From an optimization exercise on the open Yosys and OpenROAD flow, aimed at small area, a short achievable clock period and few clock cycles per item; shortcuts taken in it are not production practice. RTL that was checked went through simulation tests only; none was proved equivalent to the original. Power and IR drop assume default switching activity.

## quantized_matvec_accumulator
module quantized_matvec_accumulator (
   input  logic                             clock,
   input  logic                             reset,
   input  logic                             req_valid,
   output logic                             req_ready,
   input  logic signed [15:0]               req_activation,
   input  logic [15:0]                      req_weight_word,
   input  logic signed [15:0]               req_weight_scale,
   output logic                             rsp_valid,
   input  logic                             rsp_ready,
   output logic signed [31:0]               rsp_dot_result,
   output logic [19:0]                      rsp_result_index,
   output logic [12:0]                      rsp_weight_row,
   output logic                             rsp_saturated,
   output logic                             rsp_job_done,
   input  logic                             csr_we,
   input  logic [2:0]                       csr_index,
   input  logic [12:0]                      csr_wdata
);
Size: about 2,800 cells after synthesis, ~360 flip-flops, roughly 27,000 um2 of cells after synthesis.
==> flow/config.mk <==
export PLATFORM = sky130hd
export DESIGN_NAME = quantized_matvec_accumulator
export DESIGN_NICKNAME = quantized_matvec_accumulator
export VERILOG_FILES = /design/flow/design.v
export SDC_FILE = /design/flow/constraint.sdc
export NUM_CORES = 4
export LEC_CHECK = 0
export CAP_MARGIN = 20
export CORE_MARGIN = 2
export CORE_UTILIZATION = 40
export SLEW_MARGIN = 20
==> flow/constraint.sdc <==
create_clock -name core_clock -period 11.5 [get_ports {clock}]
set_input_delay 2.3000 -clock core_clock [delete_from_list [all_inputs] [get_ports {clock}]]
set_output_delay 2.3000 -clock core_clock [all_outputs]
set_load 0.01 [all_outputs]
standard.sh (not shown) runs the stock make flow with config.mk's settings and CLKGATE_MAP_FILE= SYNTH_SCRIPT=/design/flow/synth_recipe.tcl, a recipe that flattens the netlist after the stock synthesis.
==> flow/flow/run.sh <==
#!/bin/bash
# The standard layout (the standard.sh: standard synthesis, then ORFS floorplan to
# finish), with timing repair asked to leave 7.5 ns of setup slack at the 11.5 ns clock,
# so that it sizes and buffers the paths above 4 ns as well. The clock, constraints and
# everything else are the standard flow's.
set -euo pipefail
export SETUP_SLACK_MARGIN=7.3
bash standard.sh finish > standard_flow.log 2>&1
Change:
--- a/flow/flow/run.sh
+++ b/flow/flow/run.sh
@@ -5,4 +5,4 @@
 # everything else are the standard flow's.
 set -euo pipefail
-export SETUP_SLACK_MARGIN=7.3
+export SETUP_SLACK_MARGIN=7.8
 bash standard.sh finish > standard_flow.log 2>&1
Result: Critical path depth is higher by 1; wire length went up by 1.6%; fmax rose by 1.3%; final area rose by 4.2%; total power came out higher by 7.0%; global-route usage barely changes; count of clock-buffer cells in the layout came out lower by 10; clock skew falls by 0.014 ns; synthesized area does not change.
Change:
--- a/flow/flow/run.sh
+++ b/flow/flow/run.sh
@@ -5,4 +5,4 @@
 # everything else are the standard flow's.
 set -euo pipefail
-export SETUP_SLACK_MARGIN=7.8
+export SETUP_SLACK_MARGIN=7.5
 bash standard.sh finish > standard_flow.log 2>&1
=>
- The new run completed with no timing, DRC or antenna violations
- final area shrinks by 3.2%
- total power came out lower by 5.0%
- area after synthesis does not change
- routed wire length drops by 1.6%
- maximum frequency climbs by 1.7%
- core utilization fell by 1.5 points
- hold slack hardly moves
- setup slack is better by 0.066 ns
No functional check of the RTL was part of any run of this note.


quantized_matvec_accumulator, a different RTL version from the one above (not shown whole).
export LEC_CHECK = 0
export CAP_MARGIN = 20
export CORE_MARGIN = 2
export CORE_UTILIZATION = 40
export CTS_BUF_LIST = sky130_fd_sc_hd__clkbuf_8
export CTS_CLUSTER_SIZE = 24
export SLEW_MARGIN = 20
create_clock -name core_clock -period 11.5 [get_ports {clock}]
==> flow/flow/run.sh <==
#!/bin/bash
# The standard layout (the standard.sh: standard synthesis, then ORFS floorplan to
# finish) with two changes to how it is made:
#  - timing repair is asked to leave 7.8 ns of setup slack at the 11.5 ns clock, so that
#    it sizes and buffers the paths above 3.7 ns as well;
#  - the port buffers that placement inserts (one on every input and output, as in the
#    standard flow) are sky130_fd_sc_hd__buf_1 cells.
# The clock, constraints and everything else are the standard flow's.
set -euo pipefail
export SETUP_SLACK_MARGIN=7.8
export BUFFER_PORTS_ARGS="-buffer_cell sky130_fd_sc_hd__buf_1"
bash standard.sh finish > standard_flow.log 2>&1
The first run completed without violations.
Testbench counts at the start, summed over its fixed seeds: cycles 27,508, elements 25,630.
Then changed:
--- a/flow/flow/run.sh
+++ b/flow/flow/run.sh
@@ -4,2 +4,2 @@
-#  - timing repair is asked to leave 7.8 ns of setup slack at the 11.5 ns clock, so that
-#    it sizes and buffers the paths above 3.7 ns as well;
+#  - timing repair is asked to leave 7.95 ns of setup slack at the 11.5 ns clock, so that
+#    it sizes and buffers the paths above 3.55 ns as well;
@@ -10 +10 @@
-export SETUP_SLACK_MARGIN=7.8
+export SETUP_SLACK_MARGIN=7.95
Settings changed: CTS_BUF_LIST sky130_fd_sc_hd__clkbuf_8 to default, CTS_CLUSTER_SIZE 24 to default.
After rerunning:
- The new run passed the timing, design-rule and antenna checks
- die area stays the same
- fmax grows by about 1.1%
- first-iteration DRC count shrinks by about 14%
- global-route usage stays flat
Then changed:
--- a/flow/flow/run.sh
+++ b/flow/flow/run.sh
@@ -4,2 +4,2 @@
-#  - timing repair is asked to leave 7.95 ns of setup slack at the 11.5 ns clock, so that
-#    it sizes and buffers the paths above 3.55 ns as well;
+#  - timing repair is asked to leave 7.8 ns of setup slack at the 11.5 ns clock, so that
+#    it sizes and buffers the paths above 3.7 ns as well;
@@ -10 +10 @@
-export SETUP_SLACK_MARGIN=7.95
+export SETUP_SLACK_MARGIN=7.8
Outcome:
- The new run finished with timing, DRC and antenna clean
- core utilization falls by 0.98 points
- cell area falls by a few percent
- fmax barely changes
- routed wire length falls slightly
- count of clock-buffer cells in the layout falls by 6
- hold slack is better by 9.9 ps
- clock skew rises by 11 ps
- total power falls slightly
- clock power rises by a few percent
- die area stays the same
Then changed:
Settings changed: CTS_BUF_LIST from default to sky130_fd_sc_hd__clkbuf_4.
After rerunning:
- The changed run went through all stages and came out clean
- design area grows by 1.7%
- wire length grows by 2.4%
- flip-flop and latch count stays the same
- worst setup slack loses 56 ps
- global-route usage grows by 0.44 points
- area after synthesis stays the same
- total power shrinks by 1.1%
- count of clock-buffer cells in the layout grows by 100
Then changed:
--- a/flow/flow/run.sh
+++ b/flow/flow/run.sh
@@ -4,2 +4,2 @@
-#  - timing repair is asked to leave 7.8 ns of setup slack at the 11.5 ns clock, so that
-#    it sizes and buffers the paths above 3.7 ns as well;
+#  - timing repair is asked to leave 7.5 ns of setup slack at the 11.5 ns clock, so that
+#    it sizes and buffers the paths above 4 ns as well;
@@ -10 +10 @@
-export SETUP_SLACK_MARGIN=7.8
+export SETUP_SLACK_MARGIN=7.5
Settings changed: CTS_BUF_LIST sky130_fd_sc_hd__clkbuf_4 to default.
- The new run went through all stages and came out clean
- synthesized cell count stays the same
- wire length falls by a few percent
- clock-buffer cell count falls by 93
- sequential power stays flat
- utilization falls by 1.5 points

==> re-timing with driven ports <==
How much do the figures lean on ideal ports? The routed layouts below were timed once more, with nothing changed but the port constraints.
Step 1, drivers: a clkbuf_16 drives clock and a buf_2 each remaining input, both assumed.
Step 2 times the ports against the registers' clock, not the clock port: input delays grow and output delays shrink by t, the midpoint of the rising clock arrivals with the driver on.
Slacks: no drivers / after step 1 / after step 2; pairs: no drivers / after step 1.
run | t (ns) | slack for setup (ns) | hold WS [ns] | clock arrival spread, ns | slew at the worst register clock pin (ns)
the first run of note 1 | 0.647 | 7.410 / 7.410 / 6.827 | 0.460 / 0.460 / 0.460 | 0.045 / 0.046 | 0.07 / 0.07
the second run of note 1 | 0.637 | 7.464 / 7.464 / 7.106 | 0.439 / 0.439 / 0.439 | 0.032 / 0.032 | 0.06 / 0.06
the third run of note 1 | 0.645 | 7.531 / 7.511 / 6.915 | 0.438 / 0.438 / 0.438 | 0.032 / 0.031 | 0.06 / 0.06
the first run of note 2 | 0.731 | 7.745 / 7.754 / 7.027 | 0.435 / 0.435 / 0.435 | 0.067 / 0.066 | 0.07 / 0.07
the second run of note 2 | 0.637 | 7.785 / 7.783 / 7.146 | 0.446 / 0.446 / 0.446 | 0.027 / 0.027 | 0.06 / 0.06
the third run of note 2 | 0.650 | 7.785 / 7.785 / 7.235 | 0.456 / 0.456 / 0.456 | 0.038 / 0.038 | 0.06 / 0.06
the fourth run of note 2 | 0.929 | 7.730 / 7.672 / 6.926 | 0.443 / 0.443 / 0.443 | 0.079 / 0.079 | 0.09 / 0.09
the fifth run of note 2 | 0.649 | 7.632 / 7.650 / 7.023 | 0.447 / 0.447 / 0.447 | 0.036 / 0.036 | 0.06 / 0.06
After both steps setup and hold are still met in every run listed. For the fourth run of note 2, which loses most, drivers alone change the setup slack by -0.058 ns; drivers and shift together by -0.804 ns.
